Context: an optimization exercise on an open-source flow, tuned for small area. The choices shown serve that exercise and are no tape-out recipe. Function was checked by simulation only, so behaviour that the tests miss may differ from the original. No activity file was given, so power comes from the tool's default toggle rates.

==> inputs of harbor <==
==> flow/design.v <==
module register_file_mp #(
  parameter int DATA_WIDTH = 32,
  parameter int ADDR_WIDTH = 5,
  parameter int NUM_READ   = 2,
  parameter int ZERO_REG   = 1,
  parameter int BYPASS     = 1
) (
  input  logic                           clock,
  input  logic                           reset,
  input  logic [NUM_READ*ADDR_WIDTH-1:0] read_reg,
  output logic [NUM_READ*DATA_WIDTH-1:0] read_data,
  input  logic                           write_enable_0,
  input  logic [ADDR_WIDTH-1:0]          write_reg_0,
  input  logic [DATA_WIDTH-1:0]          write_data_0,
  input  logic                           write_enable_1,
  input  logic [ADDR_WIDTH-1:0]          write_reg_1,
  input  logic [DATA_WIDTH-1:0]          write_data_1
);
  localparam int DEPTH = 1 << ADDR_WIDTH;
  localparam int FIRST = (ZERO_REG != 0) ? 1 : 0;   
  localparam int NE    = DEPTH - FIRST;             
  if (NUM_READ < 1 || NUM_READ > 8) begin : g_bad_num_read
    $error("register_file_mp: NUM_READ must be in 1..8");
  end
  logic we0_nz, we1_nz;
  assign we0_nz = write_enable_0 && !((ZERO_REG != 0) && (write_reg_0 == '0));
  assign we1_nz = write_enable_1 && !((ZERO_REG != 0) && (write_reg_1 == '0));
  logic [DATA_WIDTH-1:0] regs_n [NE];
  logic [DATA_WIDTH-1:0] next_n [NE];
  logic [NE-1:0]         valid_q;
  logic [NE-1:0]         s1, s0, hold_n;
  for (genvar e = 0; e < NE; e++) begin : g_reg
    assign s1[e]     = write_enable_1 && (write_reg_1 == ADDR_WIDTH'(FIRST + e));
    assign s0[e]     = write_enable_0 && (write_reg_0 == ADDR_WIDTH'(FIRST + e)) && !s1[e];
    assign hold_n[e] = s1[e] || s0[e];
    always_ff @(posedge clock) begin
      regs_n[e] <= next_n[e];
    end
    always_ff @(posedge clock or posedge reset) begin
      if (reset) valid_q[e] <= 1'b0;
      else       valid_q[e] <= valid_q[e] || hold_n[e];
    end
  end
  logic [NUM_READ*NE-1:0] sel_n;
  logic [NUM_READ-1:0]    byp1, byp0, byp;
  for (genvar k = 0; k < NUM_READ; k++) begin : g_rd
    logic [ADDR_WIDTH-1:0] rd_addr;
    assign rd_addr = read_reg[k*ADDR_WIDTH +: ADDR_WIDTH];
    assign byp1[k] = (BYPASS != 0) && !reset && we1_nz && (write_reg_1 == rd_addr);
    assign byp0[k] = (BYPASS != 0) && !reset && we0_nz && (write_reg_0 == rd_addr) && !byp1[k];
    assign byp[k]  = byp1[k] || byp0[k];
    for (genvar e = 0; e < NE; e++) begin : g_sel
      assign sel_n[k*NE + e] = !(valid_q[e] && (rd_addr == ADDR_WIDTH'(FIRST + e)));
    end
  end
  for (genvar b = 0; b < DATA_WIDTH; b++) begin : g_col
    logic [NE-1:0]       q_n, d_n;
    logic [NUM_READ-1:0] y;
    for (genvar e = 0; e < NE; e++) begin : g_e
      assign q_n[e]       = regs_n[e][b];
      assign next_n[e][b] = d_n[e];
    end
    rf_col #(.NE(NE), .NUM_READ(NUM_READ)) u_col (
      .s1(s1), .s0(s0), .hold_n(hold_n), .wd1(write_data_1[b]), .wd0(write_data_0[b]),
      .q_n(q_n), .d_n(d_n), .sel_n(sel_n), .byp1(byp1), .byp0(byp0), .byp(byp), .y(y)
    );
    for (genvar k = 0; k < NUM_READ; k++) begin : g_out
      assign read_data[k*DATA_WIDTH + b] = y[k];
    end
  end
endmodule
module rf_col #(
  parameter int NE       = 31,
  parameter int NUM_READ = 2
) (
  input  logic [NE-1:0]          s1,
  input  logic [NE-1:0]          s0,
  input  logic [NE-1:0]          hold_n,
  input  logic                   wd1,
  input  logic                   wd0,
  input  logic [NE-1:0]          q_n,
  output logic [NE-1:0]          d_n,
  input  logic [NUM_READ*NE-1:0] sel_n,
  input  logic [NUM_READ-1:0]    byp1,   
  input  logic [NUM_READ-1:0]    byp0,
  input  logic [NUM_READ-1:0]    byp,    
  output logic [NUM_READ-1:0]    y
);
  localparam int NPAIR = NE / 2;       
  localparam int ODD   = NE % 2;       
  for (genvar e = 0; e < NE; e++) begin : g_w
    assign d_n[e] = !((s1[e] && wd1) || (s0[e] && wd0) || !(hold_n[e] || q_n[e]));
  end
  for (genvar k = 0; k < NUM_READ; k++) begin : g_r
    logic [NE-1:0]    sn;
    logic [NPAIR-1:0] pair;
    logic             odd, stored_n, byp_n;
    assign sn = sel_n[k*NE +: NE];
    for (genvar p = 0; p < NPAIR; p++) begin : g_pair
      assign pair[p] = !((sn[2*p] || q_n[2*p]) && (sn[2*p+1] || q_n[2*p+1]));
    end
    if (ODD != 0) begin : g_odd
      assign odd = !(sn[NE-1] || q_n[NE-1]);
    end else begin : g_even
      assign odd = 1'b0;
    end
    assign stored_n = !((|pair) || odd);
    assign byp_n    = !((byp1[k] && wd1) || (byp0[k] && wd0));
    assign y[k]     = !((stored_n || byp[k]) && byp_n);
  end
endmodule
==> flow/flow/run.sh <==
#!/bin/bash
# The standard layout (the standard.sh, ORFS from synthesis to the final layout) with these
# ORFS settings added:
#  - every port gets a sky130_fd_sc_hd__buf_2 as its port buffer, in place of the delay buffer
#    that buffer_ports picks by itself;
#  - clock tree synthesis runs with its usual arguments, larger sink clusters and clkbuf_16
#    buffers only, and without dummy loads;
#  - at the end of floorplanning, flow/downsize.tcl sets each logic gate that synthesis sized
#    up but that drives at most two pins back to the smallest cell of its function; timing
#    repair later in the flow sizes up again wherever a path needs it.
# make's full output goes to make.log here; ORFS's per-step logs stay under orfs/logs/.
set -euo pipefail
cd "$(dirname "$0")/.."
cts_args="-sink_clustering_enable -repair_clock_nets -dont_use_dummy_load"
cts_args+=" -sink_clustering_size 27 -sink_clustering_max_diameter 75"
cts_args+=" -buf_list sky130_fd_sc_hd__clkbuf_16"
bash standard.sh \
  "BUFFER_PORTS_ARGS=-buffer_cell sky130_fd_sc_hd__buf_2" \
  "CTS_ARGS=$cts_args" \
  "POST_FLOORPLAN_TCL=$PWD/flow/downsize.tcl" \
  finish > make.log 2>&1
==> flow/flow/downsize.tcl <==
# Downsize logic gates that synthesis sized up but that drive at most MAXFO pins, to the smallest
# cell of the same function. Timing repair later in the flow sizes up again where needed.
set maxfo 2
if {[info exists ::env(DOWNSIZE_MAX_FANOUT)]} { set maxfo $::env(DOWNSIZE_MAX_FANOUT) }
set db [ord::get_db]
set block [ord::get_db_block]
set n 0
set saved 0.0
foreach inst [$block getInsts] {
  set m [$inst getMaster]
  set name [$m getName]
  if {![regexp {^sky130_fd_sc_hd__([a-z0-9]+)_([0-9]+)$} $name -> base size]} continue
  if {$size <= 1} continue
  if {[regexp {^(buf|clkbuf|clkinv|inv|bufinv|clkdlybuf|dlygate|df|edf|sdf|dl|conb|tap|fill|decap|diode)} $base]} continue
  set fo 0
  set ok 1
  foreach it [$inst getITerms] {
    if {[$it isOutputSignal]} {
      set net [$it getNet]
      if {$net eq "NULL"} { set ok 0; break }
      if {[llength [$net getBTerms]] > 0} { set ok 0 }
      incr fo [expr {[llength [$net getITerms]] - 1}]
    }
  }
  if {!$ok || $fo > $maxfo} continue
  set best ""
  foreach s {0 1} {
    set cand [$db findMaster "sky130_fd_sc_hd__${base}_$s"]
    if {$cand ne "NULL"} { set best $cand; break }
  }
  if {$best eq "" || [$best getName] eq $name} continue
  if {[$best getWidth] >= [$m getWidth]} continue
  set saved [expr {$saved + ([$m getWidth] - [$best getWidth]) * [$m getHeight] / 1e6}]
  $inst swapMaster $best
  incr n
}
puts "downsize: $n instances, [format %.1f $saved] um2"
==> flow/standard.sh <==
#!/bin/bash
# synth_recipe.tcl (not shown) runs the flow's synth.tcl, then flattens the netlist and writes it again
# the make line also repeats each setting of config.mk as NAME=value (left out here)
make -C /OpenROAD-flow-scripts/flow DESIGN_CONFIG=/design/flow/config.mk WORK_HOME=/design/flow/orfs CLKGATE_MAP_FILE= SYNTH_SCRIPT=/design/flow/synth_recipe.tcl "${@:-finish}"
==> flow/config.mk <==
export PLATFORM = sky130hd
export DESIGN_NAME = register_file_mp
export DESIGN_NICKNAME = register_file_mp
export VERILOG_FILES = /design/flow/design.v
export SDC_FILE = /design/flow/constraint.sdc
export NUM_CORES = 8
export LEC_CHECK = 0
export ABC_CLOCK_PERIOD_IN_PS = 5000
export CAP_MARGIN = 20
export CORE_MARGIN = 2
export CORE_UTILIZATION = 40
export SETUP_SLACK_MARGIN = 0.1
export SLEW_MARGIN = 20
export SYNTH_HIERARCHICAL = 1
==> flow/constraint.sdc <==
create_clock -name core_clock -period 8.0 [get_ports {clock}]
set_input_delay 1.6000 -clock core_clock [delete_from_list [all_inputs] [get_ports {clock}]]
set_output_delay 1.6000 -clock core_clock [all_outputs]
set_load 0.01 [all_outputs]
==> willow (differences from harbor) <==
==> flow/flow/run.sh (replaced) <==
#!/bin/bash
# The standard layout (the standard.sh, ORFS from synthesis to the final layout) with these
# ORFS settings added:
#  - every port gets a sky130_fd_sc_hd__buf_2 as its port buffer, in place of the delay buffer
#    that buffer_ports picks by itself;
#  - clock tree synthesis runs with its usual arguments, larger sink clusters, buf_12 buffers
#    (smaller than clkbuf_16 for the same drive) and no dummy loads;
#  - at the end of floorplanning, and again after global placement (whose repair sizes up the
#    drivers of long nets and then buffers those nets too), flow/downsize.tcl sets each logic
#    gate that is sized up but drives at most two pins back to the smallest cell of its
#    function; timing repair later in the flow sizes up again wherever a path needs it.
# make's full output goes to make.log here; ORFS's per-step logs stay under orfs/logs/.
set -euo pipefail
cd "$(dirname "$0")/.."
cts_args="-sink_clustering_enable -repair_clock_nets -dont_use_dummy_load"
cts_args+=" -sink_clustering_size 25 -sink_clustering_max_diameter 100"
cts_args+=" -buf_list sky130_fd_sc_hd__buf_12"
bash standard.sh \
  "BUFFER_PORTS_ARGS=-buffer_cell sky130_fd_sc_hd__buf_2" \
  "CTS_ARGS=$cts_args" \
  "POST_FLOORPLAN_TCL=$PWD/flow/downsize.tcl" \
  "POST_GLOBAL_PLACE_TCL=$PWD/flow/downsize.tcl" \
  finish > make.log 2>&1
--- a/flow/flow/downsize.tcl
+++ b/flow/flow/downsize.tcl
@@ -1,3 +1,3 @@
-# Downsize logic gates that synthesis sized up but that drive at most MAXFO pins, to the smallest
+# Downsize logic gates that are sized up but drive at most MAXFO pins, to the smallest
 # cell of the same function. Timing repair later in the flow sizes up again where needed.
 set maxfo 2
==> run summary <==
Clock skew is the same in willow and harbor.
Between harbor and willow, the lower core utilization is in willow (gap 0.92 points).
In harbor the count of clock-buffer cells in the layout is higher than in willow, by 7.
In die area, willow and harbor do not differ.
Synthesized area is the same in willow and harbor.
==> figures <==
|  | willow | harbor |
|---|---|---|
| Clock network fraction of total power | 20.2% | 21.8% |
| Multi-input logic portion of the cell area | 48.1% | 48.4% |
| Area used by multi-input combinational logic | 23900 um2 | 24600 um2 |
| Post-placement worst setup slack | 1450 ps | 1430 ps |
| Fraction of the cycle the final worst path needs | 88.8% | 88.9% |
| Post-DR vias/cell | 8.49 | 8.45 |
| Number of DRC markers in iteration 0 | 12309 | 12204 |
| Number of antenna violations at the first check in global routing | 19 | 16 |
| Met1 global-route usage | 57.1% | 56.7% |
| Met3 Resource Use GR | 23.3% | 23.8% |
| Metal2 WL | 105 mm | 106 mm |
| Outcome | no timing/DRC/antenna violations | no timing/DRC/antenna violations |

---

==> violet <==
Starts from the design.v that is shown in full above.
==> flow/config.mk <==
export PLATFORM = sky130hd
export DESIGN_NAME = register_file_mp
export DESIGN_NICKNAME = register_file_mp
export VERILOG_FILES = /design/flow/design.v
export SDC_FILE = /design/flow/constraint.sdc
export NUM_CORES = 8
export LEC_CHECK = 0
export ABC_CLOCK_PERIOD_IN_PS = 5000
export CAP_MARGIN = 20
export CORE_MARGIN = 2
export CORE_UTILIZATION = 40
export SETUP_SLACK_MARGIN = 0.1
export SLEW_MARGIN = 20
export SYNTH_HIERARCHICAL = 1
==> flow/constraint.sdc <==
create_clock -name core_clock -period 8.0 [get_ports {clock}]
set_input_delay 1.6000 -clock core_clock [delete_from_list [all_inputs] [get_ports {clock}]]
set_output_delay 1.6000 -clock core_clock [all_outputs]
set_load 0.01 [all_outputs]
standard.sh (not shown) runs the stock make flow with config.mk's settings and CLKGATE_MAP_FILE= SYNTH_SCRIPT=/design/flow/synth_recipe.tcl, a recipe that flattens the netlist after the stock synthesis.
==> flow/flow/run.sh <==
#!/bin/bash
# The standard layout (the standard.sh, ORFS from synthesis to the final layout) with these
# ORFS settings added:
#  - every port gets a sky130_fd_sc_hd__buf_1 as its port buffer, in place of the delay buffer
#    that buffer_ports picks by itself;
#  - clock tree synthesis runs with its usual arguments, larger sink clusters and clkbuf_16
#    buffers only, and without dummy loads;
#  - at the end of floorplanning, flow/downsize.tcl sets each logic gate that synthesis sized
#    up but that drives at most two pins back to the smallest cell of its function; timing
#    repair later in the flow sizes up again wherever a path needs it.
# make's full output goes to make.log here; ORFS's per-step logs stay under orfs/logs/.
set -euo pipefail
cd "$(dirname "$0")/.."
cts_args="-sink_clustering_enable -repair_clock_nets -dont_use_dummy_load"
cts_args+=" -sink_clustering_size 27 -sink_clustering_max_diameter 75"
cts_args+=" -buf_list sky130_fd_sc_hd__clkbuf_16"
bash standard.sh \
  "BUFFER_PORTS_ARGS=-buffer_cell sky130_fd_sc_hd__buf_1" \
  "CTS_ARGS=$cts_args" \
  "POST_FLOORPLAN_TCL=$PWD/flow/downsize.tcl" \
  finish > make.log 2>&1
==> flow/flow/downsize.tcl <==
# Downsize logic gates that synthesis sized up but that drive at most MAXFO pins, to the smallest
# cell of the same function. Timing repair later in the flow sizes up again where needed.
set maxfo 2
if {[info exists ::env(DOWNSIZE_MAX_FANOUT)]} { set maxfo $::env(DOWNSIZE_MAX_FANOUT) }
set db [ord::get_db]
set block [ord::get_db_block]
set n 0
set saved 0.0
foreach inst [$block getInsts] {
  set m [$inst getMaster]
  set name [$m getName]
  if {![regexp {^sky130_fd_sc_hd__([a-z0-9]+)_([0-9]+)$} $name -> base size]} continue
  if {$size <= 1} continue
  if {[regexp {^(buf|clkbuf|clkinv|inv|bufinv|clkdlybuf|dlygate|df|edf|sdf|dl|conb|tap|fill|decap|diode)} $base]} continue
  set fo 0
  set ok 1
  foreach it [$inst getITerms] {
    if {[$it isOutputSignal]} {
      set net [$it getNet]
      if {$net eq "NULL"} { set ok 0; break }
      if {[llength [$net getBTerms]] > 0} { set ok 0 }
      incr fo [expr {[llength [$net getITerms]] - 1}]
    }
  }
  if {!$ok || $fo > $maxfo} continue
  set best ""
  foreach s {0 1} {
    set cand [$db findMaster "sky130_fd_sc_hd__${base}_$s"]
    if {$cand ne "NULL"} { set best $cand; break }
  }
  if {$best eq "" || [$best getName] eq $name} continue
  if {[$best getWidth] >= [$m getWidth]} continue
  set saved [expr {$saved + ([$m getWidth] - [$best getWidth]) * [$m getHeight] / 1e6}]
  $inst swapMaster $best
  incr n
}
puts "downsize: $n instances, [format %.1f $saved] um2"
==> juniper: changes against violet <==
--- a/flow/design.v
+++ b/flow/design.v
@@ -52,3 +52,3 @@
     for (genvar e = 0; e < NE; e++) begin : g_sel
-      assign sel_n[k*NE + e] = !(valid_q[e] && (rd_addr == ADDR_WIDTH'(FIRST + e)));
+      assign sel_n[k*NE + e] = !(valid_q[e] && (rd_addr == ADDR_WIDTH'(FIRST + e)) && !reset);
     end
==> flow/run.sh (new file) <==
#!/bin/bash
# synth_recipe.tcl (not shown) runs the flow's synth.tcl, then flattens the netlist and writes it again
# the make line also repeats each setting of config.mk as NAME=value (left out here)
make -C /OpenROAD-flow-scripts/flow DESIGN_CONFIG=/design/flow/config.mk WORK_HOME=/design/flow/orfs CLKGATE_MAP_FILE= SYNTH_SCRIPT=/design/flow/synth_recipe.tcl finish
Settings changed: CTS_BUF_LIST set to sky130_fd_sc_hd__clkbuf_16, CTS_CLUSTER_DIAMETER set to 70, CTS_CLUSTER_SIZE set to 26, SETUP_SLACK_MARGIN 0.1 to 0.5.
removed: flow/flow/run.sh
removed: flow/flow/downsize.tcl
removed: flow/standard.sh
==> xenon: changes against violet <==
--- a/flow/design.v
+++ b/flow/design.v
@@ -44,3 +44,3 @@
   logic [NUM_READ*NE-1:0] sel_n;
-  logic [NUM_READ-1:0]    byp1, byp0, byp;
+  logic [NUM_READ-1:0]    byp1, byp0;
   for (genvar k = 0; k < NUM_READ; k++) begin : g_rd
@@ -50,5 +50,5 @@
     assign byp0[k] = (BYPASS != 0) && !reset && we0_nz && (write_reg_0 == rd_addr) && !byp1[k];
-    assign byp[k]  = byp1[k] || byp0[k];
     for (genvar e = 0; e < NE; e++) begin : g_sel
-      assign sel_n[k*NE + e] = !(valid_q[e] && (rd_addr == ADDR_WIDTH'(FIRST + e)));
+      assign sel_n[k*NE + e] = !(valid_q[e] && (rd_addr == ADDR_WIDTH'(FIRST + e))
+                                 && !byp1[k] && !byp0[k] && !reset);
     end
@@ -64,3 +64,3 @@
       .s1(s1), .s0(s0), .hold_n(hold_n), .wd1(write_data_1[b]), .wd0(write_data_0[b]),
-      .q_n(q_n), .d_n(d_n), .sel_n(sel_n), .byp1(byp1), .byp0(byp0), .byp(byp), .y(y)
+      .q_n(q_n), .d_n(d_n), .sel_n(sel_n), .byp1(byp1), .byp0(byp0), .y(y)
     );
@@ -83,9 +83,8 @@
   input  logic [NUM_READ*NE-1:0] sel_n,
-  input  logic [NUM_READ-1:0]    byp1,   
+  input  logic [NUM_READ-1:0]    byp1,
   input  logic [NUM_READ-1:0]    byp0,
-  input  logic [NUM_READ-1:0]    byp,    
   output logic [NUM_READ-1:0]    y
 );
-  localparam int NPAIR = NE / 2;       
-  localparam int ODD   = NE % 2;       
+  localparam int NPAIR = (NE - 1) / 2;   
+  localparam int ODD   = (NE - 1) % 2;   
   for (genvar e = 0; e < NE; e++) begin : g_w
@@ -96,3 +95,3 @@
     logic [NPAIR-1:0] pair;
-    logic             odd, stored_n, byp_n;
+    logic             odd, last_n;
     assign sn = sel_n[k*NE +: NE];
@@ -102,3 +101,3 @@
     if (ODD != 0) begin : g_odd
-      assign odd = !(sn[NE-1] || q_n[NE-1]);
+      assign odd = !(sn[NE-2] || q_n[NE-2]);
     end else begin : g_even
@@ -106,5 +105,4 @@
     end
-    assign stored_n = !((|pair) || odd);
-    assign byp_n    = !((byp1[k] && wd1) || (byp0[k] && wd0));
-    assign y[k]     = !((stored_n || byp[k]) && byp_n);
+    assign last_n = !((byp1[k] && wd1) || (byp0[k] && wd0) || !(sn[NE-1] || q_n[NE-1]));
+    assign y[k] = (|pair) || odd || !last_n;
   end
==> flow/run.sh (new file) <==
#!/bin/bash
# synth_recipe.tcl (not shown) runs the flow's synth.tcl, then flattens the netlist and writes it again
# the make line also repeats each setting of config.mk as NAME=value (left out here)
make -C /OpenROAD-flow-scripts/flow DESIGN_CONFIG=/design/flow/config.mk WORK_HOME=/design/flow/orfs CLKGATE_MAP_FILE= SYNTH_SCRIPT=/design/flow/synth_recipe.tcl finish
Settings changed: SETUP_SLACK_MARGIN 0.1 to 0.5.
removed: flow/flow/run.sh
removed: flow/flow/downsize.tcl
removed: flow/standard.sh
==> run summary <==
post-synth top area share a little over two fifths; DP Worst Slack roughly 1200 ps; CTS resizes 0; gr usage total approximately 45%; Psw 0.00475 W; Power Combinational around 0.0030 W; fraction of the mapped netlist area in simple logic gates approximately 16%; Routed met1 length between 90000 and 100000 µm; status complete, no violations; routability cong. slightly above 1; met3 Track Usage GR 22.8%
Source of the figures above: violet

==> run summary <==
status complete, no violations; fraction of the mapped netlist area in simple logic gates 16.5%; Power Combinational ~0.0028 W; gr usage total 44.7%; post-synth top area share 43.2%; routability cong. 1.02; Psw 0.00493 W
Source of the figures above: juniper

==> run summary <==
Routed met1 length 95800 µm; DP Worst Slack 512 ps; status complete, no violations; Psw 0.00496 W; routability cong. slightly above 1; gr usage total between 40% and 50%
Source of the figures above: xenon

afterwards: timing with drivers on the ports:
Ports are ideal in the flow. The routed layouts listed here were re-timed in OpenROAD.
Step 1 (the two cells are an assumption about what drives the block):
set clk [get_ports {clock}]
set_driving_cell -lib_cell sky130_fd_sc_hd__clkbuf_16 $clk
set_driving_cell -lib_cell sky130_fd_sc_hd__buf_2 [delete_from_list [all_inputs] $clk]
Step 2 adds t to the input delays and takes it off the output delays; t is the mean of the earliest and latest rising clock arrival at the registers after step 1. Input paths then give back, and output paths get back, about the clock's delay inside the block.
a / b / c = ideal ports / drivers / drivers and shift; a / b = the first two.
run	t (ns)	setup WS [ns]	hold slack, ns	clock arrival spread, ns	cell pins on the clock port's net
harbor	0.789	0.886 / 0.862 / 0.862	0.517 / 0.517 / 0.517	0.109 / 0.109	1
willow	0.730	0.898 / 0.878 / 0.878	0.522 / 0.522 / 0.522	0.079 / 0.079	1
violet	0.791	0.879 / 0.855 / 0.855	0.520 / 0.520 / 0.520	0.075 / 0.075	1
juniper	0.760	0.387 / 0.365 / 0.365	0.521 / 0.521 / 0.521	0.045 / 0.045	1
xenon	0.789	0.505 / 0.483 / 0.483	0.480 / 0.480 / 0.480	0.041 / 0.040	1
After both steps setup and hold are still met in every run listed.
